This is an optimization exercise on Yosys and OpenROAD, whose aim is small area, not a production implementation.
Only simulation tests tie the RTL to the original design; equivalence was not proved.
No activity file was given, so power comes from the tool's default toggle rates.

==> design/flow/flow/run.sh <==
#!/bin/bash
# the standard layout, with an area-oriented abc mapping script (registers untouched),
# single-drive port buffers and a smaller clock tree
set -euo pipefail
here=$(pwd)
export FLOW_SYNTH_TCL=$here/synth_recipe.tcl
export MY_ABC_SCRIPT=$here/flow/area.abc
bash standard.sh \
  "SYNTH_SCRIPT=$here/flow/my_synth.tcl" \
  "BUFFER_PORTS_ARGS=-buffer_cell sky130_fd_sc_hd__buf_1" \
  "CTS_ARGS=-sink_clustering_enable -repair_clock_nets -buf_list sky130_fd_sc_hd__clkbuf_16 -sink_clustering_size 28 -sink_clustering_max_diameter 80 -dont_use_dummy_load" \
  finish > standard.log 2>&1
==> design/flow/flow/area.abc <==
&get -n
&st
&dch
&nf -R 1000
&st
&syn2
&if -g -K 6
&synch2
&nf -R 1000
&st
&syn2
&if -g -K 6
&synch2
&nf -R 1000
&put
==> design/flow/flow/my_synth.tcl <==
# The standard flow's synthesis script, with ORFS's abc call given this folder's abc script
set f [open $::env(FLOW_SYNTH_TCL)]; set my_txt [read $f]; close $f
set f [open $::env(SCRIPTS_DIR)/synth.tcl]; set synth_txt [read $f]; close $f
set synth_txt [string map [list {log_cmd abc {*}$abc_args} "lset abc_args 1 $::env(MY_ABC_SCRIPT); log_cmd abc {*}\$abc_args"] $synth_txt]
set my_txt [string map [list {source $::env(SCRIPTS_DIR)/synth.tcl} $synth_txt] $my_txt]
eval $my_txt
==> design/flow/standard.sh <==
#!/bin/bash
# synth_recipe.tcl (not shown) runs the flow's synth.tcl, then flattens the netlist and writes it again
# the make line also repeats each setting of config.mk as NAME=value (left out here)
make -C /OpenROAD-flow-scripts/flow DESIGN_CONFIG=/design/flow/config.mk WORK_HOME=/design/flow/orfs CLKGATE_MAP_FILE= SYNTH_SCRIPT=/design/flow/synth_recipe.tcl "${@:-finish}"
==> design/flow/config.mk <==
export PLATFORM = sky130hd
export DESIGN_NAME = sprite_display_top
export DESIGN_NICKNAME = sprite_display_top
export VERILOG_FILES = /design/flow/design.v
export SDC_FILE = /design/flow/constraint.sdc
export NUM_CORES = 4
export LEC_CHECK = 0
export CAP_MARGIN = 20
export CORE_MARGIN = 2
export CORE_UTILIZATION = 60
export PLACE_DENSITY = 0.75
export SLEW_MARGIN = 20
export SYNTH_HIERARCHICAL = 1
==> design/flow/constraint.sdc <==
create_clock -name core_clock -period 8.0 [get_ports {CLK}]
set_input_delay 1.6000 -clock core_clock [delete_from_list [all_inputs] [get_ports {CLK}]]
set_output_delay 1.6000 -clock core_clock [all_outputs]
set_load 0.01 [all_outputs]
==> design/flow/design.v <==
`default_nettype none
`timescale 1ns/1ps
module aoi222 (
	input  wire  a0,
	input  wire  b0,
	input  wire  a1,
	input  wire  b1,
	input  wire  a2,
	input  wire  b2,
	output logic y
);
	assign y = ~((a0 & b0) | (a1 & b1) | (a2 & b2));
endmodule
module aoi22 (
	input  wire  a0,
	input  wire  b0,
	input  wire  a1,
	input  wire  b1,
	output logic y
);
	assign y = ~((a0 & b0) | (a1 & b1));
endmodule
`default_nettype wire
`default_nettype none
`timescale 1ns/1ps
module vga_timing (
	input  wire [9:0] draw_x,
	input  wire [9:0] draw_y,
	output logic      vis1,
	output logic      top1,
	output logic      hs,
	output logic      vs,
	output logic      blank
);
	logic x0;
	assign x0 = (draw_x == 10'd0);
	assign vis1 = (draw_x != 10'd0) && (draw_x <= 10'd640) && (draw_y < 10'd480);
	assign top1 = x0 ? ((draw_y != 10'd0) && (draw_y <= 10'd240)) : (draw_y < 10'd240);
	assign blank = (draw_x >= 10'd2) && (draw_x < 10'd642) && (draw_y < 10'd480);
	assign hs    = !((draw_x >= 10'd658) && (draw_x < 10'd754));
	assign vs    = (draw_x >= 10'd2) ? !((draw_y == 10'd490) || (draw_y == 10'd491))
	                                 : !((draw_y == 10'd491) || (draw_y == 10'd492));
endmodule
`default_nettype wire
`default_nettype none
`timescale 1ns/1ps
module object_scanner (
	input  wire [9:0]   draw_x,
	input  wire [9:0]   draw_y,
	input  wire [255:0] objects,
	output logic [3:0]  idx_next
);
	function automatic logic in_span(
		input logic [9:0] p,
		input logic [9:0] o,
		input logic [1:0] k
	);
		logic [10:0] b;
		logic [9:0]  x;
		logic [9:0]  z;
		b[0] = 1'b0;
		for (int i = 0; i < 10; i++) begin
			x[i]   = p[i] ^ o[i];
			z[i]   = (x[i] == b[i]);
			b[i+1] = (~p[i] & o[i]) | (~x[i] & b[i]);
		end
		in_span = !b[10] && ((z[9:3] | (7'b0000111 >> (2'd3 - k))) == 7'h7f);
	endfunction
	function automatic logic obj_covers(
		input logic [31:0] obj,
		input logic [9:0]  px,
		input logic [9:0]  py
	);
		obj_covers = (obj[31:26] != 6'd0) && (obj[5:2] != 4'd15) &&
			in_span(px, obj[25:16], obj[27:26]) && in_span(py, obj[15:6], obj[27:26]);
	endfunction
	always_comb begin
		idx_next = 4'd15;
		for (int i = 7; i >= 0; i--) begin
			if (obj_covers(objects[i*32 +: 32], draw_x, draw_y)) idx_next = objects[i*32 + 2 +: 4];
		end
	end
endmodule
`default_nettype wire
`default_nettype none
`timescale 1ns/1ps
module onehot_or #(
	parameter int N = 17
) (
	input  wire [N-1:0] sel,
	input  wire [N-1:0] d,
	output logic        y
);
	localparam int G = (N + 2) / 3;
	logic [G-1:0] t;
	for (genvar g = 0; g < G; g++) begin : g_grp
		if (3*g + 2 < N) begin : g3
			aoi222 u (.a0(sel[3*g]), .b0(d[3*g]), .a1(sel[3*g+1]), .b1(d[3*g+1]),
				.a2(sel[3*g+2]), .b2(d[3*g+2]), .y(t[g]));
		end else if (3*g + 1 < N) begin : g2
			aoi22 u (.a0(sel[3*g]), .b0(d[3*g]), .a1(sel[3*g+1]), .b1(d[3*g+1]), .y(t[g]));
		end else begin : g1
			assign t[g] = ~(sel[3*g] & d[3*g]);
		end
	end
	assign y = ~&t;
endmodule
`default_nettype wire
`default_nettype none
`timescale 1ns/1ps
module sprite_display_top (
	input  wire         CLK,
	input  wire         RESET,
	input  wire         avl_cs,
	input  wire         avl_read,
	input  wire         avl_write,
	input  wire [3:0]   avl_byte_en,
	input  wire [8:0]   avl_addr,
	input  wire [31:0]  avl_writedata,
	output logic [31:0] readdata,
	output logic [3:0]  red,
	output logic [3:0]  green,
	output logic [3:0]  blue,
	output logic        hs,
	output logic        vs,
	output logic        blank,
	output logic        pixel_clk
);
	logic [3:0]   widx;
	logic [31:0]  words [16];
	logic [255:0] objects;
	logic [255:0] palette;
	assign widx = {avl_addr[8], avl_addr[2:0]};
	logic [31:0] wdata;
	logic [15:0] wsel;
	logic [3:0]  lsel;
	assign wdata = avl_writedata & {32{~RESET}};
	assign lsel  = avl_byte_en | {4{RESET}};
	for (genvar w = 0; w < 16; w++) begin : g_word
		assign wsel[w] = RESET | (avl_cs & avl_write & (widx == w));
		for (genvar b = 0; b < 4; b++) begin : g_lane
			always_ff @(posedge CLK) begin
				if (wsel[w] & lsel[b]) words[w][b*8 +: 8] <= wdata[b*8 +: 8];
			end
		end
		if (w < 8) begin : g_obj
			assign objects[w*32 +: 32] = words[w];
		end else begin : g_pal
			assign palette[(w-8)*32 +: 32] = words[w];
		end
	end
	logic [16:0] rsel;
	logic [31:0] rd_next;
	always_comb begin
		for (int w = 0; w < 16; w++) begin
			rsel[w] = ~RESET & avl_cs & avl_read & (widx == w);
		end
		rsel[16] = ~RESET & ~(avl_cs & avl_read);
	end
	for (genvar i = 0; i < 32; i++) begin : g_rd
		logic [16:0] d;
		for (genvar w = 0; w < 16; w++) begin : g_w
			assign d[w] = words[w][i];
		end
		assign d[16] = readdata[i];
		onehot_or #(.N(17)) u_or (.sel(rsel), .d(d), .y(rd_next[i]));
	end
	always_ff @(posedge CLK) begin
		readdata <= rd_next;
	end
	logic       pix_phase;
	logic [9:0] draw_x;
	logic [9:0] draw_y;
	assign pixel_clk = pix_phase;
	always_ff @(posedge CLK) begin
		if (RESET) begin
			pix_phase <= 1'b0;
			draw_x    <= '0;
			draw_y    <= '0;
		end else begin
			pix_phase <= ~pix_phase;
			if (pix_phase) begin
				if (draw_x == 10'd799) begin
					draw_x <= '0;
					if (draw_y == 10'd524) draw_y <= '0;
					else draw_y <= draw_y + 1'b1;
				end else begin
					draw_x <= draw_x + 1'b1;
				end
			end
		end
	end
	logic vis1;
	logic top1;
	vga_timing i_vga_timing (
		.draw_x(draw_x),
		.draw_y(draw_y),
		.vis1  (vis1),
		.top1  (top1),
		.hs    (hs),
		.vs    (vs),
		.blank (blank)
	);
	logic [3:0] idx_next;
	logic [3:0] idx;
	object_scanner i_scanner (
		.draw_x  (draw_x),
		.draw_y  (draw_y),
		.objects (objects),
		.idx_next(idx_next)
	);
	always_ff @(posedge CLK) begin
		if (pix_phase) idx <= idx_next;
	end
	logic [15:0] csel;
	logic        load;
	logic [11:0] rgb;
	logic [11:0] rgb_next;
	assign load = ~RESET & pix_phase & vis1;
	always_comb begin
		for (int j = 0; j < 15; j++) begin
			csel[j] = load & ((idx == j) ||
				(j == 7 && idx == 4'd15 && top1) || (j == 3 && idx == 4'd15 && !top1));
		end
		csel[15] = ~RESET & ~pix_phase;
	end
	for (genvar i = 0; i < 12; i++) begin : g_rgb
		logic [15:0] d;
		for (genvar j = 0; j < 15; j++) begin : g_j
			assign d[j] = palette[(j/2)*32 + ((j % 2 == 1) ? 13 : 1) + i];
		end
		assign d[15] = rgb[i];
		onehot_or #(.N(16)) u_or (.sel(csel), .d(d), .y(rgb_next[i]));
	end
	always_ff @(posedge CLK) begin
		rgb <= rgb_next;
	end
	assign red   = rgb[11:8];
	assign green = rgb[7:4];
	assign blue  = rgb[3:0];
endmodule
`default_nettype wire
==> results of run 1 <==
## worst max-delay path, cell delays in order (launching register included)
cell and delay [ns]:
dfxtp_1 0.54, clkinv_1 0.42, ha_1 0.41, nand2_1 0.07, o21bai_1 0.07, a21oi_1 0.23
fa_1 0.21, fa_1 0.19, clkinv_1 0.09, fa_1 0.41, fa_1 0.41, fa_1 0.40
fa_1 0.39, clkinv_1 0.07, fa_1 0.41, or4b_1 0.52, nor4_1 0.66, a21oi_1 0.16
a21oi_1 0.16, nor3_1 0.07, a211o_1 0.31
## placed cells by master (no fill, tap or decap), drive strengths merged, types with 3 or more instances in the layout
cell type and n:
o21ai 17, nor2b 37, nand2b 10, clkbuf 30, fa 112, dfxtp 65, a211o 5, ha 35
a222oi 220, nor3 30, a21oi 55, xor2 6, buf 143, nand4 36, nand2 65, o21bai 17
a22oi 40, nor4 24, clkinv 102, and4b 7, nand3b 3, nand3 44, and3 3, o31ai 7
nand4b 6, and4 33, a31oi 6, o311a 4, or3 6, edfxtp 516, nor2 143
## worst max-delay path by stage
stage                                 startpoint               end  slack, ns  cells after the start
after floorplan           draw_y[1]$_SDFFE_PP0P_  idx[0]$_DFFE_PP_       2.54                     20
after global placement    draw_y[1]$_SDFFE_PP0P_  idx[0]$_DFFE_PP_       1.70                     20
after detailed placement  draw_y[1]$_SDFFE_PP0P_  idx[0]$_DFFE_PP_       1.63                     20
after CTS                 draw_y[1]$_SDFFE_PP0P_  idx[0]$_DFFE_PP_       1.64                     20
after global routing      draw_y[1]$_SDFFE_PP0P_  idx[3]$_DFFE_PP_       1.29                     20
final                     draw_y[1]$_SDFFE_PP0P_  idx[3]$_DFFE_PP_       1.59                     20
## flip-flops by register name, summed over array words and instances (netlist names)
name       count
draw_x        10
draw_y        10
pix_phase      1
rgb           12
idx            4
words        512
readdata      32
## per-stage QoR
stage          worst slack (ns)   util
6_report                   1.59  0.660
5_1_grt                    1.29  0.660
4_1_cts                    1.64  0.658
3_5_place_dp               1.63  0.640
3_3_place_gp               1.70  0.640
2_1_floorplan              2.54      -
## kinds of logic after synthesis
kind of cell | after synthesis | synth area share
flip-flops | 581 | 0.651
buffers and inverters | 134 | 0.0241
XOR/XNOR | 8 | 0.00271
AND/OR/NAND/NOR | 456 | 0.0923
adder cells (fa/ha/maj) | 147 | 0.104
AO/OA/AOI/OAI | 381 | 0.126
multiplexers | 1 | 0.000388
## per-layer routing
metal  up-vias  GRT usage
met5         -          0
met4         4      0.140
met3       206     0.0834
met2      1456      0.563
met1      8817      0.508
li1       7303          -
## modules after synthesis (local to each module, per instance), excerpt
module              cell area, µm²  flops+latches  copies in the design
sprite_display_top           18400            581                     1
vga_timing                     181              0                     1
object_scanner                4160              0                     1
aoi22                         7.51              0                    32
aoi222                        10.0              0                   220
## power breakdown
group	internal, µW	leakage, µW	switching (µW)
clock network	664	0.000370	914
registers	3600	0.00526	183
logic	141	0.00314	331
## final cells by class
cell class / instances / share of cell area
Tap cell: 539 / 0.0242
Inverter: 102 / 0.0137
Antenna cell: 1 / 0.0000898
Timing Repair Buffer: 143 / 0.0263
Multi-Input combinational cell: 993 / 0.306
Sequential cell: 581 / 0.603
Clock buffer: 30 / 0.0270
==> qor.txt, run 1 <==
GRT Util Overall = 0.364
Met1 Routed Length = 28200 µm
layout cells sized above 1 = 0.0660
Max Clk Rate = 156 MHz
design area = 0.0279 mm²
Post-DP Area = 0.0270 mm²
Endpoint, Worst Hold = readdata[1]$_DFF_P_
antenna violations before repair = 2
Max FO, Critical Path = 8
worst clock skew = 0.0657 ns
worst-margin pin slew = 1.23 ns
Resized Gates After CTS = 0
Post-CTS Hold Buffers = 0
Syn Area/Cell = 15.1 µm²
vias per cell = 7.44
final hold slack = 0.512 ns
post-synthesis sequential area ratio = 0.651
period utilization = 0.802
Fin. Hold Viols = 0
I/O pin cnt = 98
vias in the first global route = 17421
Std-Cell Rows = 75
Critical Path RT = 8.38 ns
Clock Pin Slew Worst Setup and Hold Paths = 0.11 ns
port buffer count = 92
main flop type after synthesis = edfxtp_1
Post-Route WL = 79700 µm
Critical Path End Type = register
EDFF count, synth = 516
pwr/cell area = 209 mW/mm²
Yosys cell types = 46
initial core utilization = 0.611
area of the multi-input gates = 0.00851 mm²
Root Buffer = clkbuf_16
Synth Cell Area = 0.0258 mm²
Die Area = 0.0447 mm²
clk buf depth = 3
P_leak = 0.00877 µW
run status = no timing/DRC/antenna violations
fin cells = 2389
GPL Wtd Cong = 0.999
r2r endpoint = idx[3]$_DFFE_PP_
CP Class = register to register
Reg2Reg Setup Slack = 1.59 ns
Max Slew Vio Count = 0
Antenna Nets Post-Route = 0
GRT overflow = 0
Die Wd = 211 µm
Pwr Total = 5830 µW
average wire per standard cell = 33.3 µm
CTS tree = yes
nets = 2048
Yosys top cell area share = 0.600
DP Cell Count = 2357
top cells by area, synth = edfxtp_1, fa_1, a222oi_1, dfxtp_1, nor2_1
core area = 0.0422 mm²
Synth Register Bits = 581
Setup crit start kind = register
Worst R2R Start = draw_y[1]$_SDFFE_PP0P_
DR top layer = met5
final setup fails = 0
unrepaired setup endpoints after global routing = false
dominant cell type by area after synthesis = edfxtp_1
setup TNS = 0 ns
fill count = 3037
most instantiated cells after synthesis = edfxtp_1, a222oi_1, nor2_1, fa_1, clkinv_1
Area Overhead vs Synth = 7.90%
Ys Warns = 9
largest net degree at the start of global routing = 45
Reg2Reg Depth = 20
Max Cap Viol = 0
HPWL Detailed = 58300 µm
Net Count, Synth = 1905
first-pass GRT wire length = 116000 µm
ys async rst share = 0
Mapped Cells = 1708
vias post-DR = 17786
CP Data Arrival Time = 6.79 ns
Pre-Repair DR Iteration Count = 10
top-count cell post-synth = edfxtp_1
minimum clock period = 6.41 ns
clock latency (worst-skew pair) = 0.63 ns
Post-route DRC = 0
peak supply drop = 0.189 mV
met3 WL = 11700 µm
Sequential Area = 0.0168 mm²
met2 wire length = 36400 µm
total clock sinks = 581
Setup Buffers After CTS = 0
Initial DRC Count = 4043
die height = 211 µm
CTS Buf Count = 30
slew margin rel. = 0.173
H-tree Lvls = 1
critical hold path startpoint = words[5][1]$_DFFE_PP_
Hold Path Depth = 2
Hold WC Path Type = register to register
==> run 2, diff against run 1 <==
--- a/design/flow/config.mk
+++ b/design/flow/config.mk
@@ -7,7 +7,7 @@
 export LEC_CHECK = 0
 export CAP_MARGIN = 20
 export CORE_MARGIN = 2
-export CORE_UTILIZATION = 60
-export PLACE_DENSITY = 0.75
+export CORE_UTILIZATION = 40
+export PLACE_DENSITY = 0.6
 export SLEW_MARGIN = 20
 export SYNTH_HIERARCHICAL = 1
==> run 2 against run 1 <==
Setup slack got worse by 0.017 ns. Maximum frequency fell by 0.26%. Clock power barely moved. Via count fell by 1.5%.
==> qor.txt, run 2 <==
Antenna Nets Post-Route = 0 (unchanged)
unrepaired setup endpoints after global routing = false (unchanged)
design area = 0.0283 mm² (was 0.0279 mm²)
Die Wd = 258 µm (was 211 µm)
average wire per standard cell = 31.5 µm (was 33.3 µm)
Pre-Repair DR Iteration Count = 9 (was 10)
P_leak = 0.00881 µW (was 0.00877 µW)
die height = 258 µm (was 211 µm)
Biggest register = words (unchanged)
Setup crit start kind = register (unchanged)
Critical Path End Type = register (unchanged)
Sequential Area = 0.0168 mm² (about the same)
first-pass GRT wire length = 121000 µm (was 116000 µm)
Initial DRC Count = 3547 (was 4043)
final hold slack = 0.479 ns (was 0.512 ns)
CTS tree = yes (unchanged)
clk buf depth = 3 (unchanged)
Post-Synth XOR/XNOR Area = 0.00271 (unchanged)
worst clock skew = 0.0743 ns (was 0.0657 ns)
vias in the first global route = 17431 (was 17421)
initial core utilization = 0.403 (was 0.611)
period utilization = 0.804 (was 0.802)
I/O pin cnt = 98 (unchanged)
total clock sinks = 581 (unchanged)
Max Slew Vio Count = 0 (unchanged)
Post-route DRC = 0 (unchanged)
top-count cell post-synth = edfxtp_1 (unchanged)
Max Cap Viol = 0 (unchanged)
largest net degree at the start of global routing = 42 (was 45)
nets = 2055 (was 2048)
antenna violations before repair = 3 (was 2)
most instantiated cells after synthesis = edfxtp_1, a222oi_1, nor2_1, fa_1, clkinv_1 (unchanged)
GRT Util Overall = 0.250 (was 0.364)
port buffer count = 92 (unchanged)
core area = 0.0641 mm² (was 0.0422 mm²)
GPL Wtd Cong = 0.974 (was 0.999)
H-tree Lvls = 1 (unchanged)
most common cell after layout, fill and taps aside = edfxtp_1 (unchanged)
final setup fails = 0 (unchanged)
Std-Cell Rows = 93 (was 75)
mux share of post-synthesis cell area = 0.000388 (unchanged)
Worst R2R Start = draw_y[1]$_SDFFE_PP0P_ (unchanged)
Post-DP Area = 0.0275 mm² (was 0.0270 mm²)
GRT overflow = 0 (unchanged)
ys async rst share = 0 (unchanged)
slew margin rel. = 0.224 (was 0.173)
CP max stage delay = 0.52 ns (was 0.66 ns)
most frequent cells in the layout = edfxtp_1, a222oi_1, nor2_1 (unchanged)
Post-Route WL = 85400 µm (was 79700 µm)
Root Buffer = clkbuf_16 (unchanged)
Syn Area/Cell = 15.1 µm² (unchanged)
CP Data Arrival Time = 6.80 ns (was 6.79 ns)
Mapped Cells = 1708 (unchanged)
setup TNS = 0 ns (unchanged)
Setup Buffers After CTS = 0 (unchanged)
fill count = 5689 (was 3037)
area of the multi-input gates = 0.00850 mm² (was 0.00851 mm²)
Die Area = 0.0666 mm² (was 0.0447 mm²)
main flop type after synthesis = edfxtp_1 (unchanged)
minimum clock period = 6.43 ns (was 6.41 ns)
top cells by area, synth = edfxtp_1, fa_1, a222oi_1, dfxtp_1, nor2_1 (unchanged)
area share of fa/ha/maj cells after synthesis = 0.104 (unchanged)
critical path's slowest cell = dfxtp_1 (was nor4_1)
fin cells = 2713 (was 2389)
Yosys top cell area share = 0.600 (unchanged)
Synth Register Bits = 581 (unchanged)
vias per cell = 6.46 (was 7.44)
DP Cell Count = 2679 (was 2357)
Top Registers = words (512), readdata (32), rgb (12) (unchanged)
CP Class = register to register (unchanged)
simple-gate area share of the yosys netlist = 0.0923 (unchanged)
CTS Buf Count = 30 (unchanged)
Max Clk Rate = 156 MHz (about the same)
HPWL Detailed = 62900 µm (was 58300 µm)
critical hold path startpoint = words[4][1]$_DFFE_PP_ (was words[5][1]$_DFFE_PP_)
post-synthesis sequential area ratio = 0.651 (unchanged)
Fin. Hold Viols = 0 (unchanged)
Post-CTS Hold Buffers = 0 (unchanged)
Clock Pin Slew Worst Setup and Hold Paths = 0.10 ns (was 0.11 ns)
Synth Cell Area = 0.0258 mm² (unchanged)
number of flip-flops in the largest register = 512 (unchanged)
run status = no timing/DRC/antenna violations (unchanged)
clock latency (worst-skew pair) = 0.64 ns (was 0.63 ns)
critical path cell sequence = clkinv_1 -> ha_1 -> nand2_1 -> o21bai_1 -> a21oi_1 -> fa_1 -> fa_1 -> clkinv_1 -> fa_1 -> fa_1 -> fa_1 -> fa_1 -> clkinv_1 -> fa_1 -> nor2_1 -> nand3_1 -> nor4_1 -> nand3_1 -> nor2_1 -> nor3_1 -> a22oi_1 -> nor2_1 -> a211o_1 (was clkinv_1 -> ha_1 -> nand2_1 -> o21bai_1 -> a21oi_1 -> fa_1 -> fa_1 -> clkinv_1 -> fa_1 -> fa_1 -> fa_1 -> fa_1 -> clkinv_1 -> fa_1 -> or4b_1 -> nor4_1 -> a21oi_1 -> a21oi_1 -> nor3_1 -> a211o_1)
Critical Path RT = 8.37 ns (was 8.38 ns)
pwr/cell area = 207 mW/mm² (was 209 mW/mm²)
Worst Path Buf+Inv = 3 (unchanged)
Max FO, Critical Path = 8 (unchanged)
Net Count, Synth = 1905 (unchanged)
critical path's most frequent cell = fa_1 (unchanged)
Yosys cell types = 46 (unchanged)
Area Overhead vs Synth = 9.62% (was 7.90%)
Ys Warns = 9 (unchanged)
worst-margin pin slew = 1.15 ns (was 1.23 ns)
peak supply drop = 0.185 mV (was 0.189 mV)
dominant cell type by area after synthesis = edfxtp_1 (unchanged)
area fraction in compound gates after synthesis = 0.126 (unchanged)
family with the most delay on the worst path = adder cells (unchanged)
vias post-DR = 17516 (was 17786)
layout cells sized above 1 = 0.0657 (was 0.0660)
Resized Gates After CTS = 0 (unchanged)
CP startpoint = draw_y[1]$_SDFFE_PP0P_ (unchanged)
Hold WC Path Type = register to register (unchanged)
largest family of logic cells by synthesized area = compound AO/OA/AOI/OAI gates (unchanged)
EDFF count, synth = 516 (unchanged)
## run 2: cell types whose count changed in the layout (fill, tap and decap cells not counted), moves of 2 or more
cell and change:
nor2b_1 +5, nor2_2 -2, nor2b_2 -5, buf_4 +7
## run 2: logic make-up after synthesis
kind of cell | Yosys count
and+or+nand+nor | 456
buffers and inverters | 134
adders and majority gates | 147
DFF | 581
xor gates and xnor gates | 8
muxes | 1
AOI/OAI and AO/OA | 381
## run 2: where the power goes
part	total (µW)	switching (µW)	internal [µW]	leakage, µW
Combinational	483	341	142	0.00317
Clock	1580	920	664	0.000370
Sequential	3780	183	3600	0.00526
## run 2: path summary, 6_finish.rpt
check / to / slack, ns / cells past startpoint
max: idx[3]$_DFFE_PP_ / 1.57 / 23
min: readdata[1]$_DFF_P_ / 0.48 / 2
max reg2reg: idx[3]$_DFFE_PP_ / 1.57 / 23
min reg2reg: readdata[1]$_DFF_P_ / 0.48 / 2
## run 2: through the flow
| step | worst slack [ns] | util | total power, µW |
|---|---|---|---|
| 2_1_floorplan | 2.54 | - | 4050 |
| 3_3_place_gp | 1.70 | 0.429 | 4300 |
| 3_5_place_dp | 1.67 | 0.429 | 4320 |
| 4_1_cts | 1.66 | 0.440 | 5850 |
| 5_1_grt | 1.31 | 0.441 | 6020 |
| 6_report | 1.57 | 0.441 | 5850 |
## run 2: layout make-up
| type | instances | area share |
|---|---|---|
| Antenna cell | 2 | 0.000177 |
| Clock buffer | 30 | 0.0265 |
| Inverter | 102 | 0.0135 |
| Multi-Input combinational cell | 993 | 0.300 |
| Sequential cell | 581 | 0.594 |
| Tap cell | 855 | 0.0378 |
| Timing Repair Buffer | 150 | 0.0280 |
## run 2: per-layer routing
metal  vias up  track usage  part of all wire
li1       7322            -                 -
met2      1169        0.412              0.47
met4         4       0.0904             0.041
met1      8825        0.335              0.38
met3       196       0.0436              0.11
met5         -            0           0.00030
## run 2: worst reg2reg max path, delay by kind of cell (launching register included)
| kind | cells | cell delay [ns] |
|---|---|---|
| adder cells (fa/ha/maj) | 8 | 2.90 |
| buffers and inverters | 3 | 0.56 |
| flip-flops | 1 | 0.52 |
| AND/OR/NAND/NOR | 8 | 1.43 |
| AO/OA/AOI/OAI | 4 | 0.77 |
## run 2: per-module statistics from Yosys (local to each module, per instance), a selection
| module | area (µm²) | flops+latches |
|---|---|---|
| object_scanner | 4160 | 0 |
| aoi22 | 7.51 | 0 |
| sprite_display_top | 18400 | 581 |
| aoi222 | 10.0 | 0 |
| vga_timing | 181 | 0 |
==> run 3, diff against run 2 <==
--- a/design/flow/flow/run.sh
+++ b/design/flow/flow/run.sh
@@ -8,5 +8,5 @@
 bash standard.sh \
   "SYNTH_SCRIPT=$here/flow/my_synth.tcl" \
   "BUFFER_PORTS_ARGS=-buffer_cell sky130_fd_sc_hd__buf_1" \
-  "CTS_ARGS=-sink_clustering_enable -repair_clock_nets -buf_list sky130_fd_sc_hd__clkbuf_16 -sink_clustering_size 28 -sink_clustering_max_diameter 80 -dont_use_dummy_load" \
+  "CTS_ARGS=-sink_clustering_enable -repair_clock_nets -buf_list {sky130_fd_sc_hd__clkbuf_8 sky130_fd_sc_hd__clkbuf_16} -sink_clustering_size 28 -sink_clustering_max_diameter 80 -dont_use_dummy_load" \
   finish > standard.log 2>&1
==> run 3 against run 2 <==
Clock power about the same. Worst hold slack did not move. Cell count did not move. Register-to-register slack is essentially flat. Critical endpoint unchanged. Largest power group unchanged. Highest routed layer unchanged.
==> qor.txt, run 3 <==
final worst slack = 1.57 ns (unchanged)
CTS tree = yes (unchanged)
minimum clock period = 6.43 ns (unchanged)
critical path's most frequent cell = fa_1 (unchanged)
run status = no timing/DRC/antenna violations (unchanged)
unrepaired setup endpoints after global routing = false (unchanged)
ys async rst share = 0 (unchanged)
Yosys top cell area share = 0.600 (unchanged)
Max FO, Critical Path = 8 (unchanged)
CP max stage delay = 0.52 ns (about the same)
nets = 2055 (unchanged)
Post-CTS Hold Buffers = 0 (unchanged)
Worst R2R Start = draw_y[1]$_SDFFE_PP0P_ (unchanged)
HPWL Detailed = 62900 µm (unchanged)
Max Slew Vio Count = 0 (unchanged)
Syn Area/Cell = 15.1 µm² (unchanged)
Post-Route WL = 85400 µm (unchanged)
CP startpoint = draw_y[1]$_SDFFE_PP0P_ (unchanged)
Mapped Cells = 1708 (unchanged)
H-tree Lvls = 1 (unchanged)
Pre-Repair DR Iteration Count = 9 (unchanged)
Worst Path Buf+Inv = 3 (unchanged)
vias in the first global route = 17431 (unchanged)
critical path cell sequence = clkinv_1 -> ha_1 -> nand2_1 -> o21bai_1 -> a21oi_1 -> fa_1 -> fa_1 -> clkinv_1 -> fa_1 -> fa_1 -> fa_1 -> fa_1 -> clkinv_1 -> fa_1 -> nor2_1 -> nand3_1 -> nor4_1 -> nand3_1 -> nor2_1 -> nor3_1 -> a22oi_1 -> nor2_1 -> a211o_1 (unchanged)
Synth Register Bits = 581 (unchanged)
Std-Cell Rows = 93 (unchanged)
Biggest register = words (unchanged)
setup TNS = 0 ns (unchanged)
Yosys cell types = 46 (unchanged)
clock latency (worst-skew pair) = 0.64 ns (about the same)
number of flip-flops in the largest register = 512 (unchanged)
GRT overflow = 0 (unchanged)
most common cell after layout, fill and taps aside = edfxtp_1 (unchanged)
period utilization = 0.804 (unchanged)
pwr/cell area = 207 mW/mm² (unchanged)
Critical Path RT = 8.37 ns (about the same)
Ys Warns = 9 (unchanged)
critical path's slowest cell = dfxtp_1 (unchanged)
Max Clk Rate = 156 MHz (unchanged)
CP Class = register to register (unchanged)
Sequential Area = 0.0168 mm² (unchanged)
Root Buffer = clkbuf_16 (unchanged)
fill count = 5689 (unchanged)
final setup fails = 0 (unchanged)
main flop type after synthesis = edfxtp_1 (unchanged)
area of the multi-input gates = 0.00850 mm² (unchanged)
top-count cell post-synth = edfxtp_1 (unchanged)
core area = 0.0641 mm² (unchanged)
CP Data Arrival Time = 6.80 ns (about the same)
Max Cap Viol = 0 (unchanged)
first-pass GRT wire length = 121000 µm (unchanged)
average wire per standard cell = 31.5 µm (unchanged)
port buffer count = 92 (unchanged)
Die Wd = 258 µm (unchanged)
most instantiated cells after synthesis = edfxtp_1, a222oi_1, nor2_1, fa_1, clkinv_1 (unchanged)
initial core utilization = 0.403 (unchanged)
vias post-DR = 17516 (unchanged)
antenna violations before repair = 3 (unchanged)
top cells by area, synth = edfxtp_1, fa_1, a222oi_1, dfxtp_1, nor2_1 (unchanged)
Post-route DRC = 0 (unchanged)
family with the most delay on the worst path = adder cells (unchanged)
worst-margin pin slew = 1.15 ns (unchanged)
Area Overhead vs Synth = 9.62% (unchanged)
Synth Cell Area = 0.0258 mm² (unchanged)
largest net degree at the start of global routing = 42 (unchanged)
slew margin rel. = 0.224 (unchanged)
critical hold path startpoint = words[4][1]$_DFFE_PP_ (unchanged)
Setup crit start kind = register (unchanged)
Hold WC Path Type = register to register (unchanged)
Antenna Nets Post-Route = 0 (unchanged)
GRT Util Overall = 0.250 (unchanged)
Net Count, Synth = 1905 (unchanged)
clk buf depth = 3 (unchanged)
peak supply drop = 0.185 mV (unchanged)
vias per cell = 6.46 (unchanged)
Initial DRC Count = 3547 (unchanged)
GPL Wtd Cong = 0.974 (unchanged)
most frequent cells in the layout = edfxtp_1, a222oi_1, nor2_1 (unchanged)
Top Registers = words (512), readdata (32), rgb (12) (unchanged)
DP Worst Slack = 1.67 ns (unchanged)
total clock sinks = 581 (unchanged)
Resized Gates After CTS = 0 (unchanged)
EDFF count, synth = 516 (unchanged)
dominant cell type by area after synthesis = edfxtp_1 (unchanged)
Setup Buffers After CTS = 0 (unchanged)
I/O pin cnt = 98 (unchanged)
Fin. Hold Viols = 0 (unchanged)
Critical Path End Type = register (unchanged)
Die Area = 0.0666 mm² (unchanged)
CTS Buf Count = 30 (unchanged)
die height = 258 µm (unchanged)
Clock Pin Slew Worst Setup and Hold Paths = 0.10 ns (about the same)
worst clock skew = 0.0743 ns (unchanged)
post-synthesis sequential area ratio = 0.651 (unchanged)
layout cells sized above 1 = 0.0657 (unchanged)
P_leak = 0.00881 µW (unchanged)
-- run 3: worst paths after layout --
kind	to	slack (ns)	cells after the start
worst max-delay path	idx[3]$_DFFE_PP_	1.57	23
worst min-delay path	readdata[1]$_DFF_P_	0.48	2
worst max register to register	idx[3]$_DFFE_PP_	1.57	23
worst min register to register	readdata[1]$_DFF_P_	0.48	2
-- run 3: worst min-delay path, stage by stage, from the launching register on --
cell and delay [ns]:
edfxtp_1 0.33, a222oi_1 0.06, nand3_1 0.06
-- run 3: cells by family after synthesis --
kind of cell               count (synthesis)  share of synthesized area
AOI/OAI and AO/OA                        381                      0.126
DFF                                      581                      0.651
muxes                                      1                   0.000388
buffers and inverters                    134                     0.0241
adders and majority gates                147                      0.104
and+or+nand+nor                          456                     0.0923
xor gates and xnor gates                   8                    0.00271
-- run 3: through the flow --
step / hold slack, ns / total power [µW] / std cells / area [µm²] / util
detailed placement: 0.462 / 4320 / 2679 / 27500 / 0.429
global placement: 0.457 / 4300 / 2679 / 27500 / 0.429
floorplan: 0.440 / 4050 / 1708 / 25800 / -
CTS: 0.483 / 5850 / 2709 / 28200 / 0.440
finish: 0.479 / 5850 / 2713 / 28300 / 0.441
global route: 0.505 / 6020 / 2711 / 28300 / 0.441
-- run 3: layer usage --
layer  vias up  track usage  wire (µm)
met3       196       0.0436       9480
met4         4       0.0904       3530
met2      1169        0.412      40000
met1      8825        0.335      32400
met5         -            0         26
li1       7322            -          -
-- run 3: power breakdown --
part	total, µW	internal (µW)	switching (µW)
logic	483	142	341
clock network	1580	664	920
registers	3780	3600	183
-- run 3: per-module statistics from Yosys (local to each module, per instance), a selection --
module / cells inside / area, µm²
aoi22: 1 / 7.51
aoi222: 1 / 10.0
object_scanner: 434 / 4160
sprite_display_top: 890 / 18400
vga_timing: 32 / 181
-- run 3: layout make-up --
| class | instances | area share |
|---|---|---|
| Tap cell | 855 | 0.0378 |
| Multi-Input combinational cell | 993 | 0.300 |
| Sequential cell | 581 | 0.594 |
| Timing Repair Buffer | 150 | 0.0280 |
| Inverter | 102 | 0.0135 |
| Clock buffer | 30 | 0.0265 |
| Antenna cell | 2 | 0.000177 |
==> run 4, diff against run 3 <==
==> design/flow/flow/run.sh (replaced) <==
#!/bin/bash
# the standard layout, with an area-oriented abc mapping script (registers untouched),
# single-drive port buffers and a smaller clock tree
set -euo pipefail
here=$(pwd)
export FLOW_SYNTH_TCL=$here/synth_recipe.tcl
export MY_ABC_SCRIPT=$here/flow/area.abc
bash standard.sh \
  "SYNTH_SCRIPT=$here/flow/my_synth.tcl" \
  "BUFFER_PORTS_ARGS=-buffer_cell sky130_fd_sc_hd__buf_1" \
  "CTS_ARGS=-sink_clustering_enable -repair_clock_nets -buf_list sky130_fd_sc_hd__clkbuf_16 -sink_clustering_size 32 -sink_clustering_max_diameter 80 -dont_use_dummy_load" \
  finish > standard.log 2>&1
==> design/flow/flow/area.abc (replaced) <==
&get -n
&st
&dch
&nf -R 1000 -E 20
&st
&syn2
&if -g -K 6
&synch2
&nf -R 1000 -E 20
&st
&syn2
&if -g -K 6
&synch2
&nf -R 1000 -E 20
&put
==> run 4 against run 3 <==
Synthesized cell count fell by 0.70%. Clock skew rose by 0.012 ns. Die area fell by 0.29%. First-iteration DRC count fell by 11%. Via count fell by 0.10%.
==> qor.txt, run 4 <==
minimum clock period = 6.34 ns (was 6.43 ns)
CP max stage delay = 0.43 ns (was 0.52 ns)
nets = 2043 (was 2055)
Setup Buffers After CTS = 0 (unchanged)
CTS tree = yes (unchanged)
Root Buffer = clkbuf_16 (unchanged)
Initial DRC Count = 3160 (was 3547)
Post-Route WL = 82700 µm (was 85400 µm)
vias per cell = 6.50 (was 6.46)
critical path's slowest cell = fa_1 (was dfxtp_1)
Max Clk Rate = 158 MHz (was 156 MHz)
Syn Area/Cell = 15.2 µm² (was 15.1 µm²)
r2r endpoint = idx[0]$_DFFE_PP_ (was idx[3]$_DFFE_PP_)
core area = 0.0633 mm² (was 0.0641 mm²)
Fin. Hold Viols = 0 (unchanged)
NetSw = 1410 µW (was 1440 µW)
HPWL Detailed = 61500 µm (was 62900 µm)
Switching Share = 0.244 (was 0.247)
CP startpoint = draw_x[1]$_SDFFE_PP0P_ (was draw_y[1]$_SDFFE_PP0P_)
Hold WC Path Type = register to register (unchanged)
vias in the first global route = 17214 (was 17431)
most common cell after layout, fill and taps aside = edfxtp_1 (unchanged)
Clock Pin Slew Worst Setup and Hold Paths = 0.08 ns (was 0.10 ns)
number of cells on the critical path = 23 (unchanged)
GRT overflow = 0 (unchanged)
Critical Path End Type = register (unchanged)
Reg2Reg Setup Slack = 1.66 ns (was 1.57 ns)
Setup crit start kind = register (unchanged)
fill count = 5665 (was 5689)
CP Class = register to register (unchanged)
met3 GRT Util = 0.0463 (was 0.0436)
Worst Path Buf+Inv = 3 (unchanged)
design area = 0.0282 mm² (was 0.0283 mm²)
Yosys cell types = 45 (was 46)
EDFF count, synth = 516 (unchanged)
clk buf depth = 3 (unchanged)
Mapped Cells = 1696 (was 1708)
Max Slew Vio Count = 0 (unchanged)
Pre-Repair DR Iteration Count = 10 (was 9)
worst clock skew = 0.0860 ns (was 0.0743 ns)
antenna violations before repair = 6 (was 3)
Die Area = 0.0664 mm² (was 0.0666 mm²)
vias post-DR = 17498 (was 17516)
Antenna Nets Post-Route = 0 (unchanged)
final setup fails = 0 (unchanged)
routing usage on met2 = 0.398 (was 0.412)
dominant cell type by area after synthesis = edfxtp_1 (unchanged)
average wire per standard cell = 30.7 µm (was 31.5 µm)
critical hold path startpoint = words[4][0]$_DFFE_PP_ (was words[4][1]$_DFFE_PP_)
unrepaired setup endpoints after global routing = false (unchanged)
P_leak = 0.00876 µW (was 0.00881 µW)
layout cells sized above 1 = 0.0689 (was 0.0657)
Synth Cell Area = 0.0257 mm² (was 0.0258 mm²)
Post-DP Area = 0.0274 mm² (was 0.0275 mm²)
run status = no timing/DRC/antenna violations (unchanged)
Post-CTS Hold Buffers = 0 (unchanged)
slew margin rel. = 0.228 (was 0.224)
Max FO, Critical Path = 8 (unchanged)
most frequent cells in the layout = edfxtp_1, a222oi_1, nor2_1 (unchanged)
post-synthesis sequential area ratio = 0.653 (was 0.651)
Area Overhead vs Synth = 9.56% (was 9.62%)
number of flip-flops in the largest register = 512 (unchanged)
Reg2Reg Depth = 23 (unchanged)
top-count cell post-synth = edfxtp_1 (unchanged)
worst-margin pin slew = 1.15 ns (about the same)
Top Registers = words (512), readdata (32), rgb (12) (unchanged)
Critical Path RT = 8.43 ns (was 8.37 ns)
Std-Cell Rows = 92 (was 93)
Resized Gates After CTS = 0 (unchanged)
grt met1 use = 0.327 (was 0.335)
Ys Warns = 9 (unchanged)
Biggest register = words (unchanged)
first-pass GRT wire length = 118000 µm (was 121000 µm)
port buffer count = 92 (unchanged)
ys async rst share = 0 (unchanged)
Internal = 4390 µW (was 4410 µW)
GRT Util Overall = 0.243 (was 0.250)
setup TNS = 0 ns (unchanged)
top cells by area, synth = edfxtp_1, fa_1, a222oi_1, dfxtp_1, nor2_1 (unchanged)
GRT Max-Usage Layer = met2 (unchanged)
Net Count, Synth = 1893 (was 1905)
critical path's most frequent cell = fa_1 (unchanged)
peak supply drop = 0.157 mV (was 0.185 mV)
sequential power share = 0.652 (was 0.647)
Synth Register Bits = 581 (unchanged)
Clock power frac = 0.266 (was 0.271)
GPL Wtd Cong = 0.966 (was 0.974)
clock latency (worst-skew pair) = 0.63 ns (was 0.64 ns)
largest net degree at the start of global routing = 43 (was 42)
CP Data Arrival Time = 6.77 ns (was 6.80 ns)
total clock sinks = 581 (unchanged)
I/O pin cnt = 98 (unchanged)
critical path cell sequence = clkinv_1 -> ha_1 -> nand2_1 -> o21bai_1 -> a21oi_1 -> fa_1 -> fa_1 -> clkinv_1 -> fa_1 -> fa_1 -> fa_1 -> fa_1 -> clkinv_1 -> fa_1 -> nand4b_1 -> a41o_1 -> nor4_1 -> o21ai_0 -> o2111ai_1 -> o221ai_1 -> nand2_1 -> o2111ai_1 -> o211ai_1 (was clkinv_1 -> ha_1 -> nand2_1 -> o21bai_1 -> a21oi_1 -> fa_1 -> fa_1 -> clkinv_1 -> fa_1 -> fa_1 -> fa_1 -> fa_1 -> clkinv_1 -> fa_1 -> nor2_1 -> nand3_1 -> nor4_1 -> nand3_1 -> nor2_1 -> nor3_1 -> a22oi_1 -> nor2_1 -> a211o_1)
initial core utilization = 0.407 (was 0.403)
pwr/cell area = 206 mW/mm² (was 207 mW/mm²)
Worst R2R Start = draw_x[1]$_SDFFE_PP0P_ (was draw_y[1]$_SDFFE_PP0P_)
CTS Buf Count = 29 (was 30)
Comb power frac = 0.083 (about the same)
CP endpoint = idx[0]$_DFFE_PP_ (was idx[3]$_DFFE_PP_)
family with the most delay on the worst path = adder cells (unchanged)
Yosys top cell area share = 0.602 (was 0.600)
Post-route DRC = 0 (unchanged)
die height = 258 µm (about the same)
main flop type after synthesis = edfxtp_1 (unchanged)
final hold slack = 0.485 ns (was 0.479 ns)
Die Wd = 258 µm (about the same)
Max Cap Viol = 0 (unchanged)
H-tree Lvls = 1 (unchanged)
period utilization = 0.792 (was 0.804)
most instantiated cells after synthesis = edfxtp_1, a222oi_1, nor2_1, fa_1, clkinv_1 (unchanged)
run 4: cell families (layout without fill, tap and decap cells):
group / Yosys count / count (layout) / share of synthesized area
AOI/OAI and AO/OA: 387 / 387 / 0.128
xor gates and xnor gates: 8 / 8 / 0.00272
adders and majority gates: 147 / 147 / 0.104
buffers and inverters: 131 / 279 / 0.0238
DFF: 581 / 581 / 0.653
muxes: 2 / 2 / 0.000778
other: 0 / 2 / 0
and+or+nand+nor: 440 / 440 / 0.0876
run 4: power by group through the flow:
stage / logic (µW) / clock network, µW / registers (µW)
2_1_floorplan: 280 / 0 / 3770
3_3_place_gp: 460 / 0 / 3830
3_5_place_dp: 474 / 0 / 3840
4_1_cts: 477 / 1550 / 3770
5_1_grt: 516 / 1650 / 3800
6_report: 479 / 1540 / 3780
run 4: per-module statistics from Yosys, one instance, submodules excluded, a selection:
module | times used | flops+latches | cells
sprite_display_top | 1 | 581 | 888
object_scanner | 1 | 0 | 424
vga_timing | 1 | 0 | 32
aoi222 | 220 | 0 | 1
aoi22 | 32 | 0 | 1
run 4: worst min-delay path, cell delays in order, from the launching register on:
cell and delay (ns):
edfxtp_1 0.32, a222oi_1 0.06, nand3_1 0.07
run 4: layer usage:
layer,part of all wire,wire length (µm)
met1,0.38,31500
met2,0.47,39100
met3,0.11,9120
met4,0.036,2950
met5,0.00052,43
run 4: metrics by stage:
step / setup WS [ns] / util / cells / total power, µW
2_1_floorplan: 2.90 / - / 1696 / 4040
3_3_place_gp: 1.81 / 0.433 / 2661 / 4290
3_5_place_dp: 1.78 / 0.433 / 2661 / 4320
4_1_cts: 1.72 / 0.445 / 2690 / 5800
5_1_grt: 1.42 / 0.445 / 2690 / 5970
6_report: 1.66 / 0.445 / 2692 / 5800
run 4: final cells by class:
cell class | count | area (µm²) | share of cell area
antenna | 2 | 5.00 | 0.000177
tap | 846 | 1060 | 0.0375
inverter | 99 | 372 | 0.0132
sequential | 581 | 16800 | 0.596
multi-input combinational | 984 | 8450 | 0.300
clock buffer | 29 | 726 | 0.0257
timing repair buffer | 151 | 792 | 0.0281
run 4: worst min path at each step:
stage,to,slack (ns),cells after the start
finish,readdata[0]$_DFF_P_,0.49,2
global route,readdata[0]$_DFF_P_,0.53,2
CTS,readdata[0]$_DFF_P_,0.50,2
detailed placement,readdata[0]$_DFF_P_,0.47,2
global placement,readdata[0]$_DFF_P_,0.46,2
floorplan,readdata[0]$_DFF_P_,0.44,2
==> run 5, diff against run 4 <==
--- a/design/flow/design.v
+++ b/design/flow/design.v
@@ -172,22 +172,21 @@
 	logic [9:0] draw_x;
 	logic [9:0] draw_y;
 	assign pixel_clk = pix_phase;
+	logic line_end;
+	assign line_end = pix_phase & (draw_x == 10'd799);
+	always_ff @(posedge CLK) begin
+		if (RESET | line_end) begin
+			{draw_x, pix_phase} <= '0;
+		end else begin
+			{draw_x, pix_phase} <= {draw_x, pix_phase} + 11'd1;
+		end
+	end
 	always_ff @(posedge CLK) begin
 		if (RESET) begin
-			pix_phase <= 1'b0;
-			draw_x    <= '0;
-			draw_y    <= '0;
-		end else begin
-			pix_phase <= ~pix_phase;
-			if (pix_phase) begin
-				if (draw_x == 10'd799) begin
-					draw_x <= '0;
-					if (draw_y == 10'd524) draw_y <= '0;
-					else draw_y <= draw_y + 1'b1;
-				end else begin
-					draw_x <= draw_x + 1'b1;
-				end
-			end
+			draw_y <= '0;
+		end else if (line_end) begin
+			if (draw_y == 10'd524) draw_y <= '0;
+			else draw_y <= draw_y + 1'b1;
 		end
 	end
 	logic vis1;
--- a/design/flow/flow/run.sh
+++ b/design/flow/flow/run.sh
@@ -8,5 +8,5 @@
 bash standard.sh \
   "SYNTH_SCRIPT=$here/flow/my_synth.tcl" \
   "BUFFER_PORTS_ARGS=-buffer_cell sky130_fd_sc_hd__buf_1" \
-  "CTS_ARGS=-sink_clustering_enable -repair_clock_nets -buf_list sky130_fd_sc_hd__clkbuf_16 -sink_clustering_size 32 -sink_clustering_max_diameter 80 -dont_use_dummy_load" \
+  "CTS_ARGS=-sink_clustering_enable -repair_clock_nets -buf_list sky130_fd_sc_hd__clkbuf_16 -sink_clustering_size 25 -sink_clustering_max_diameter 200 -dont_use_dummy_load" \
   finish > standard.log 2>&1
==> run 5 against run 4 <==
Still clean. Area after synthesis shrank 0.13%. Setup slack lost 0.21 ns. Cell count shrank 0.97%. Global-route usage grew 0.089 points. Register-to-register slack lost 0.21 ns. Clock-buffer cell count shrank 2. Utilization shrank 0.23 points. Combinational power is essentially flat. Maximum frequency shrank 3.2%. Clock power is essentially flat. Sequential power is essentially flat. Power shrank 0.44%. Highest routed layer unchanged.
==> qor.txt, run 5 <==
Mapped Cells = 1682 (was 1696)
CTS Buf Count = 27 (was 29)
Ys Warns = 9 (unchanged)
die height = 258 µm (about the same)
most frequent cells in the layout = edfxtp_1, a222oi_1, nor2_1 (unchanged)
largest net degree at the start of global routing = 40 (was 43)
Fin. Hold Viols = 0 (unchanged)
DR top layer = met5 (unchanged)
top cells by area, synth = edfxtp_1, fa_1, a222oi_1, dfxtp_1, nor2_1 (unchanged)
met2 wire length = 39400 µm (was 39100 µm)
GRT Util Overall = 0.244 (was 0.243)
number of flip-flops in the largest register = 512 (unchanged)
met3 WL = 8950 µm (was 9120 µm)
Top Registers = words (512), readdata (32), rgb (12) (unchanged)
r2r endpoint = idx[3]$_DFFE_PP_ (was idx[0]$_DFFE_PP_)
vias in the first global route = 16911 (was 17214)
H-tree Lvls = 1 (unchanged)
peak supply drop = 0.167 mV (was 0.157 mV)
unrepaired setup endpoints after global routing = false (unchanged)
Net Count, Synth = 1879 (was 1893)
vias per cell = 6.44 (was 6.50)
Setup crit start kind = register (unchanged)
port buffer count = 92 (unchanged)
Met1 Routed Length = 32100 µm (was 31500 µm)
Reg2Reg Setup Slack = 1.46 ns (was 1.66 ns)
Clock Pin Slew Worst Setup and Hold Paths = 0.11 ns (was 0.08 ns)
ys async rst share = 0 (unchanged)
Synth Register Bits = 581 (unchanged)
run status = no timing/DRC/antenna violations (unchanged)
final setup fails = 0 (unchanged)
Area Overhead vs Synth = 9.12% (was 9.56%)
GPL Wtd Cong = 0.977 (was 0.966)
CP endpoint = idx[3]$_DFFE_PP_ (was idx[0]$_DFFE_PP_)
Post-CTS Hold Buffers = 0 (unchanged)
CTS tree = yes (unchanged)
Max Slew Vio Count = 0 (unchanged)
period utilization = 0.818 (was 0.792)
Die Wd = 258 µm (about the same)
CP Class = register to register (unchanged)
post-synthesis sequential area ratio = 0.653 (about the same)
antenna violations before repair = 7 (was 6)
CP Data Arrival Time = 6.91 ns (was 6.77 ns)
Worst R2R Start = draw_y[1]$_SDFFE_PP0P_ (was draw_x[1]$_SDFFE_PP0P_)
Hold WC Path Type = register to register (unchanged)
final core utilization = 0.443 (was 0.445)
Resized Gates After CTS = 0 (unchanged)
vias post-DR = 17182 (was 17498)
initial core utilization = 0.406 (was 0.407)
top-count cell post-synth = edfxtp_1 (unchanged)
P_leak = 0.00871 µW (was 0.00876 µW)
Reg2Reg Depth = 19 (was 23)
Max Clk Rate = 153 MHz (was 158 MHz)
main flop type after synthesis = edfxtp_1 (unchanged)
CP startpoint = draw_y[1]$_SDFFE_PP0P_ (was draw_x[1]$_SDFFE_PP0P_)
layout cells sized above 1 = 0.0648 (was 0.0689)
Root Buffer = clkbuf_16 (unchanged)
Yosys top cell area share = 0.603 (was 0.602)
dominant cell type by area after synthesis = edfxtp_1 (unchanged)
worst-margin pin slew = 1.11 ns (was 1.15 ns)
worst clock skew = 0.0742 ns (was 0.0860 ns)
EDFF count, synth = 516 (unchanged)
total clock sinks = 581 (unchanged)
number of diodes = 0 (was 2)
minimum clock period = 6.54 ns (was 6.34 ns)
HPWL Detailed = 61300 µm (was 61500 µm)
Yosys cell types = 48 (was 45)
Biggest register = words (unchanged)
nets = 2019 (was 2043)
most instantiated cells after synthesis = edfxtp_1, a222oi_1, nor2_1, fa_1, clkinv_1 (unchanged)
clk buf depth = 3 (unchanged)
core area = 0.0633 mm² (unchanged)
Post-route DRC = 0 (unchanged)
pwr/cell area = 206 mW/mm² (about the same)
first-pass GRT wire length = 118000 µm (about the same)
Max Cap Viol = 0 (unchanged)
Pre-Repair DR Iteration Count = 8 (was 10)
setup TNS = 0 ns (unchanged)
Critical Path End Type = register (unchanged)
Setup Buffers After CTS = 0 (unchanged)
average wire per standard cell = 31.0 µm (was 30.7 µm)
Std-Cell Rows = 92 (unchanged)
I/O pin cnt = 98 (unchanged)
Syn Area/Cell = 15.3 µm² (was 15.2 µm²)
Die Area = 0.0663 mm² (was 0.0664 mm²)
clock latency (worst-skew pair) = 0.62 ns (was 0.63 ns)
most common cell after layout, fill and taps aside = edfxtp_1 (unchanged)
Synth Cell Area = 0.0257 mm² (about the same)
Post-Route WL = 82700 µm (about the same)
slew margin rel. = 0.258 (was 0.228)
Max FO, Critical Path = 11 (was 8)
Antenna Nets Post-Route = 0 (unchanged)
Initial DRC Count = 3179 (was 3160)
GRT overflow = 0 (unchanged)
Critical Path RT = 8.37 ns (was 8.43 ns)
run 5: cell count changes in the layout (fill, tap and decap cells not counted), moves of 5 or more:
cell and change:
nor2_2 +5, nand3_1 +5, xor2_1 +6, o211ai_1 -5, a21oi_1 -12, nand2_1 -14, buf_4 -8
run 5: worst min path at each step:
stage               depth (start not counted)  slack, ns                     from                  end
CTS                                         2       0.48  words[13][12]$_DFFE_PP_      rgb[11]$_DFF_P_
floorplan                                   2       0.44    words[4][0]$_DFFE_PP_  readdata[0]$_DFF_P_
global route                                2       0.50  words[13][12]$_DFFE_PP_      rgb[11]$_DFF_P_
detailed placement                          2       0.46    words[4][1]$_DFFE_PP_  readdata[1]$_DFF_P_
global placement                            2       0.46    words[4][1]$_DFFE_PP_  readdata[1]$_DFF_P_
finish                                      2       0.48  words[13][12]$_DFFE_PP_      rgb[11]$_DFF_P_
run 5: cell families (layout without fill, tap and decap cells):
group                    count (synthesis)  count (layout)  share of synthesized area
AO/OA/AOI/OAI                          373             373                      0.126
XOR/XNOR                                15              15                    0.00511
adder cells (fa/ha/maj)                147             147                      0.104
buffers and inverters                  135             273                     0.0244
flip-flops                             581             581                      0.653
multiplexers                             5               5                    0.00195
AND/OR/NAND/NOR                        426             426                     0.0847
run 5: stage by stage:
step	power, µW	cell area, µm²	instances	hold WS [ns]	setup slack, ns
3_3_place_gp	4310	27300	2639	0.459	1.76
4_1_cts	5770	28000	2666	0.476	1.59
3_5_place_dp	4320	27300	2639	0.464	1.63
5_1_grt	5940	28100	2666	0.503	1.20
2_1_floorplan	4050	25700	1682	0.440	2.85
6_report	5770	28100	2666	0.484	1.46
run 5: metal layers:
metal  track usage  vias up
li1              -     7186
met5             0        -
met2         0.402     1115
met1         0.339     8755
met3        0.0393      122
met4        0.0626        4
run 5: power breakdown:
group / switching [µW] / internal (µW)
clock: 907 / 603
combinational: 339 / 140
sequential: 185 / 3600
run 5: per-module statistics from Yosys, one instance, submodules excluded, excerpt:
module              copies in the design  flip-flops and latches  cell area (µm²)  cells inside
aoi22                                 32                       0             7.51             1
aoi222                               220                       0             10.0             1
object_scanner                         1                       0             4130           421
sprite_display_top                     1                     581            18300           877
vga_timing                             1                       0              180            32
run 5: final cells by class:
type | count | area [µm²]
fillers | 5677 | 35300
flip-flops and latches | 581 | 16800
multi-input cells | 966 | 8410
well taps | 846 | 1060
repair buffers | 143 | 729
clock buffers | 27 | 676
inverters | 103 | 387
run 5: critical path, stage by stage, from the launching register on:
cell and delay [ns]:
dfxtp_1 0.59, clkinv_1 0.45, ha_1 0.42, nand2_1 0.07, o21bai_1 0.07, a21oi_1 0.25, fa_1 0.23, fa_1 0.21
clkinv_1 0.09, fa_1 0.41, fa_1 0.40, fa_1 0.39, fa_1 0.37, clkinv_1 0.07, fa_1 0.39, or3_1 0.38
nor4_1 0.70, nor2_1 0.20, o221a_1 0.18, o41ai_1 0.39
==> run 6, diff against run 5 <==
--- a/design/flow/design.v
+++ b/design/flow/design.v
@@ -59,7 +59,12 @@
 		logic [9:0]  x;
 		logic [9:0]  z;
 		b[0] = 1'b0;
-		for (int i = 0; i < 10; i++) begin
+		for (int i = 0; i < 3; i++) begin
+			x[i]   = p[i] ^ o[i];
+			z[i]   = 1'b0;
+			b[i+1] = o[i] ? (~p[i] | b[i]) : (~p[i] & b[i]);
+		end
+		for (int i = 3; i < 10; i++) begin
 			x[i]   = p[i] ^ o[i];
 			z[i]   = (x[i] == b[i]);
 			b[i+1] = (~p[i] & o[i]) | (~x[i] & b[i]);
==> run 6 against run 5 <==
Still clean. Cell count increased by 0.71%. Clock skew decreased by 0.0092 ns. Clock power about the same. Largest power group unchanged.
==> qor.txt, run 6 <==
critical path's slowest cell = a21oi_1 (was nor4_1)
area share of fa/ha/maj cells after synthesis = 0.102 (was 0.104)
first-pass GRT wire length = 122000 µm (was 118000 µm)
CTS tree = yes (unchanged)
Critical Path RT = 8.37 ns (about the same)
GPL Wtd Cong = 0.975 (was 0.977)
worst clock skew = 0.0651 ns (was 0.0742 ns)
Worst R2R Start = draw_x[0]$_SDFF_PP0_ (was draw_y[1]$_SDFFE_PP0P_)
Post-Route WL = 87500 µm (was 82700 µm)
unrepaired setup endpoints after global routing = false (unchanged)
met3 WL = 9810 µm (was 8950 µm)
sequential power share = 0.655 (was 0.656)
Syn Area/Cell = 15.1 µm² (was 15.3 µm²)
fill count = 5729 (was 5677)
nets = 2005 (was 2019)
slew margin rel. = 0.150 (was 0.258)
Setup crit start kind = register (unchanged)
top cells by area, synth = edfxtp_1, fa_1, a222oi_1, dfxtp_1, nor2_1 (unchanged)
total clock sinks = 581 (unchanged)
Worst Path Buf+Inv = 2 (was 3)
Hold WC Path Type = register to register (unchanged)
Max Clk Rate = 168 MHz (was 153 MHz)
minimum clock period = 5.95 ns (was 6.54 ns)
CP Class = register to register (unchanged)
Top Registers = words (512), readdata (32), rgb (12) (unchanged)
layout cells sized above 1 = 0.0740 (was 0.0648)
die height = 257 µm (was 258 µm)
Root Buffer = clkbuf_16 (unchanged)
Net Count, Synth = 1853 (was 1879)
run status = no timing/DRC/antenna violations (unchanged)
Max Slew Vio Count = 0 (unchanged)
Die Area = 0.0659 mm² (was 0.0663 mm²)
main flop type after synthesis = edfxtp_1 (unchanged)
Antenna Nets Post-Route = 0 (unchanged)
r2r endpoint = idx[3]$_DFFE_PP_ (unchanged)
CTS Buf Count = 27 (unchanged)
vias post-DR = 17501 (was 17182)
antenna violations before repair = 4 (was 7)
GRT overflow = 0 (unchanged)
setup TNS = 0 ns (unchanged)
period utilization = 0.744 (was 0.818)
core area = 0.0631 mm² (was 0.0633 mm²)
pwr/cell area = 206 mW/mm² (about the same)
HPWL Detailed = 63000 µm (was 61300 µm)
Critical Path End Type = register (unchanged)
CP endpoint = idx[3]$_DFFE_PP_ (unchanged)
Std-Cell Rows = 92 (unchanged)
Die Wd = 257 µm (was 258 µm)
Max FO, Critical Path = 13 (was 11)
worst-margin pin slew = 1.27 ns (was 1.11 ns)
Max Cap Viol = 0 (unchanged)
Met1 Routed Length = 32700 µm (was 32100 µm)
I/O pin cnt = 98 (unchanged)
top-count cell post-synth = edfxtp_1 (unchanged)
final worst slack = 2.05 ns (was 1.46 ns)
Post-Synth XOR/XNOR Area = 0.00514 (was 0.00511)
Hold Path Depth = 2 (unchanged)
Post-route DRC = 0 (unchanged)
Clock power frac = 0.262 (was 0.261)
clock latency (worst-skew pair) = 0.63 ns (was 0.62 ns)
Post-CTS Hold Buffers = 0 (unchanged)
simple-gate area share of the yosys netlist = 0.0898 (was 0.0847)
mux share of post-synthesis cell area = 0.000392 (was 0.00195)
dominant cell type by area after synthesis = edfxtp_1 (unchanged)
Reg2Reg Setup Slack = 2.05 ns (was 1.46 ns)
Initial DRC Count = 3176 (was 3179)
DP Worst Slack = 2.15 ns (was 1.63 ns)
Comb power frac = 0.082 (was 0.083)
Yosys top cell area share = 0.607 (was 0.603)
most frequent cells in the layout = edfxtp_1, a222oi_1, clkinv_1 (was edfxtp_1, a222oi_1, nor2_1)
largest family of logic cells by synthesized area = compound AO/OA/AOI/OAI gates (unchanged)
Pwr Total = 5760 µW (was 5770 µW)
critical path's most frequent cell = fa_1 (unchanged)
Biggest register = words (unchanged)
post-synthesis sequential area ratio = 0.658 (was 0.653)
Ys Warns = 9 (unchanged)
port buffer count = 92 (unchanged)
Clock Pin Slew Worst Setup and Hold Paths = 0.11 ns (about the same)
family with the most delay on the worst path = adder cells (unchanged)
peak supply drop = 0.153 mV (was 0.167 mV)
Synth Cell Area = 0.0255 mm² (was 0.0257 mm²)
P_leak = 0.00863 µW (was 0.00871 µW)
Internal = 4340 µW (about the same)
Setup Buffers After CTS = 0 (unchanged)
H-tree Lvls = 1 (unchanged)
most common cell after layout, fill and taps aside = edfxtp_1 (unchanged)
number of flip-flops in the largest register = 512 (unchanged)
number of cells on the critical path = 18 (was 19)
Fin. Hold Viols = 0 (unchanged)
vias in the first global route = 17233 (was 16911)
Synth Register Bits = 581 (unchanged)
vias per cell = 6.52 (was 6.44)
CP max stage delay = 0.85 ns (was 0.70 ns)
area fraction in compound gates after synthesis = 0.117 (was 0.126)
GRT Util Overall = 0.258 (was 0.244)
Reg2Reg Depth = 18 (was 19)
critical path cell sequence = nand2b_1 -> maj3_1 -> maj3_1 -> fa_1 -> fa_1 -> clkinv_1 -> fa_1 -> fa_1 -> fa_1 -> fa_1 -> clkinv_1 -> fa_1 -> nor4b_1 -> o2111ai_1 -> a21oi_1 -> nor3_1 -> a211oi_1 -> o22ai_1 (was clkinv_1 -> ha_1 -> nand2_1 -> o21bai_1 -> a21oi_1 -> fa_1 -> fa_1 -> clkinv_1 -> fa_1 -> fa_1 -> fa_1 -> fa_1 -> clkinv_1 -> fa_1 -> or3_1 -> nor4_1 -> nor2_1 -> o221a_1 -> o41ai_1)
Yosys cell types = 47 (was 48)
met2 wire length = 41400 µm (was 39400 µm)
EDFF count, synth = 516 (unchanged)
ys async rst share = 0 (unchanged)
clk buf depth = 3 (unchanged)
Mapped Cells = 1688 (was 1682)
Area Overhead vs Synth = 9.64% (was 9.12%)
initial core utilization = 0.405 (was 0.406)
most instantiated cells after synthesis = edfxtp_1, a222oi_1, nor2_1, clkinv_1, fa_1 (was edfxtp_1, a222oi_1, nor2_1, fa_1, clkinv_1)
Resized Gates After CTS = 0 (unchanged)
CP startpoint = draw_x[0]$_SDFF_PP0_ (was draw_y[1]$_SDFFE_PP0P_)
largest net degree at the start of global routing = 36 (was 40)
CP Data Arrival Time = 6.33 ns (was 6.91 ns)
average wire per standard cell = 32.6 µm (was 31.0 µm)
Pre-Repair DR Iteration Count = 10 (was 8)
NetSw = 1430 µW (about the same)
Switching Share = 0.247 (was 0.248)
DR top layer = met5 (unchanged)
final setup fails = 0 (unchanged)
-- run 6: stage by stage --
stage	instance area (µm²)	hold WS, ns	instances	util
2_1_floorplan	25500	0.440	1688	-
6_report	28000	0.474	2685	0.444
5_1_grt	28000	0.523	2684	0.444
3_3_place_gp	27300	0.475	2655	0.432
4_1_cts	28000	0.463	2683	0.443
3_5_place_dp	27300	0.477	2656	0.433
-- run 6: cell type report --
type / instances / area, µm² / share of cell area
Antenna cell: 1 / 2.50 / 0.0000894
Clock buffer: 27 / 676 / 0.0241
Tap cell: 846 / 1060 / 0.0378
Inverter: 127 / 477 / 0.0170
Multi-Input combinational cell: 948 / 8170 / 0.292
Timing Repair Buffer: 155 / 826 / 0.0295
Sequential cell: 581 / 16800 / 0.600
-- run 6: layer usage --
metal	vias up	track usage
met4	2	0.0869
met5	-	0
met2	1213	0.426
met1	8928	0.345
met3	190	0.0481
li1	7168	-
-- run 6: cell families after synthesis --
group / count (synthesis)
compound gates: 340
flops: 581
fa+ha+maj: 147
mux: 1
simple gates: 445
xor+xnor: 15
buf+inv: 159
-- run 6: worst min-delay path by stage --
stage                                startpoint             endpoint  slack, ns
after floorplan           words[4][0]$_DFFE_PP_  readdata[0]$_DFF_P_       0.44
after global placement    words[4][0]$_DFFE_PP_  readdata[0]$_DFF_P_       0.47
after detailed placement         rgb[3]$_DFF_P_       rgb[3]$_DFF_P_       0.48
after CTS                 words[4][1]$_DFFE_PP_  readdata[1]$_DFF_P_       0.46
after global routing      words[1][1]$_DFFE_PP_  readdata[1]$_DFF_P_       0.52
final                     words[4][1]$_DFFE_PP_  readdata[1]$_DFF_P_       0.47
-- run 6: tightest hold or removal path, delay by kind of cell (launching register included) --
kind	cells	cell delay [ns]
DFF	1	0.32
AOI/OAI and AO/OA	1	0.06
and+or+nand+nor	1	0.11
-- run 6: modules after synthesis, one instance, submodules excluded, excerpt --
module	cells	flip-flops and latches	copies in the design
sprite_display_top	879	581	1
object_scanner	425	0	1
vga_timing	32	0	1
aoi222	1	0	220
aoi22	1	0	32
-- run 6: power groups by stage --
stage                     logic, µW  clock network, µW  registers (µW)
final                           475               1510            3780
after global routing            505               1630            3800
after CTS                       472               1530            3770
after detailed placement        470                  0            3840
after global placement          460                  0            3830
after floorplan                 259                  0            3770

port drivers added, routing unchanged:
The flow's constraints put no driver on any port. The routed layouts listed below were extracted and timed again, unchanged, in two steps.
Step 1 sets driving cells, clkbuf_16 on the clock port and buf_2 on the other inputs (assumed; they add their load-dependent delay and slew).
Step 2 moves the port delays by t, midway between the first and last clock arrival at a register: inputs arrive t later, outputs are due t later. That takes back most of the time a late clock gives input paths.
a / b / c = ideal / step 1 / step 2; a / b = the first two.
| run | t (ns) | setup slack, ns | worst setup path at the end | worst register clock-pin slew, ns | worst data-port slew with drivers (ns) |
|---|---|---|---|---|---|
| run 1 | 0.653 | 1.587 / 1.587 / 1.587 | register to register | 0.11 / 0.11 | 0.04 |
| run 2 | 0.656 | 1.570 / 1.570 / 1.570 | register to register | 0.11 / 0.11 | 0.09 |
| run 3 | 0.656 | 1.570 / 1.570 / 1.570 | register to register | 0.11 / 0.11 | 0.09 |
| run 4 | 0.643 | 1.664 / 1.664 / 1.664 | register to register | 0.12 / 0.12 | 0.13 |
| run 5 | 0.646 | 1.456 / 1.456 / 1.456 | register to register | 0.11 / 0.11 | 0.05 |
| run 6 | 0.660 | 2.046 / 2.046 / 2.046 | register to register | 0.11 / 0.11 | 0.04 |
After both steps every run listed still meets setup and hold.
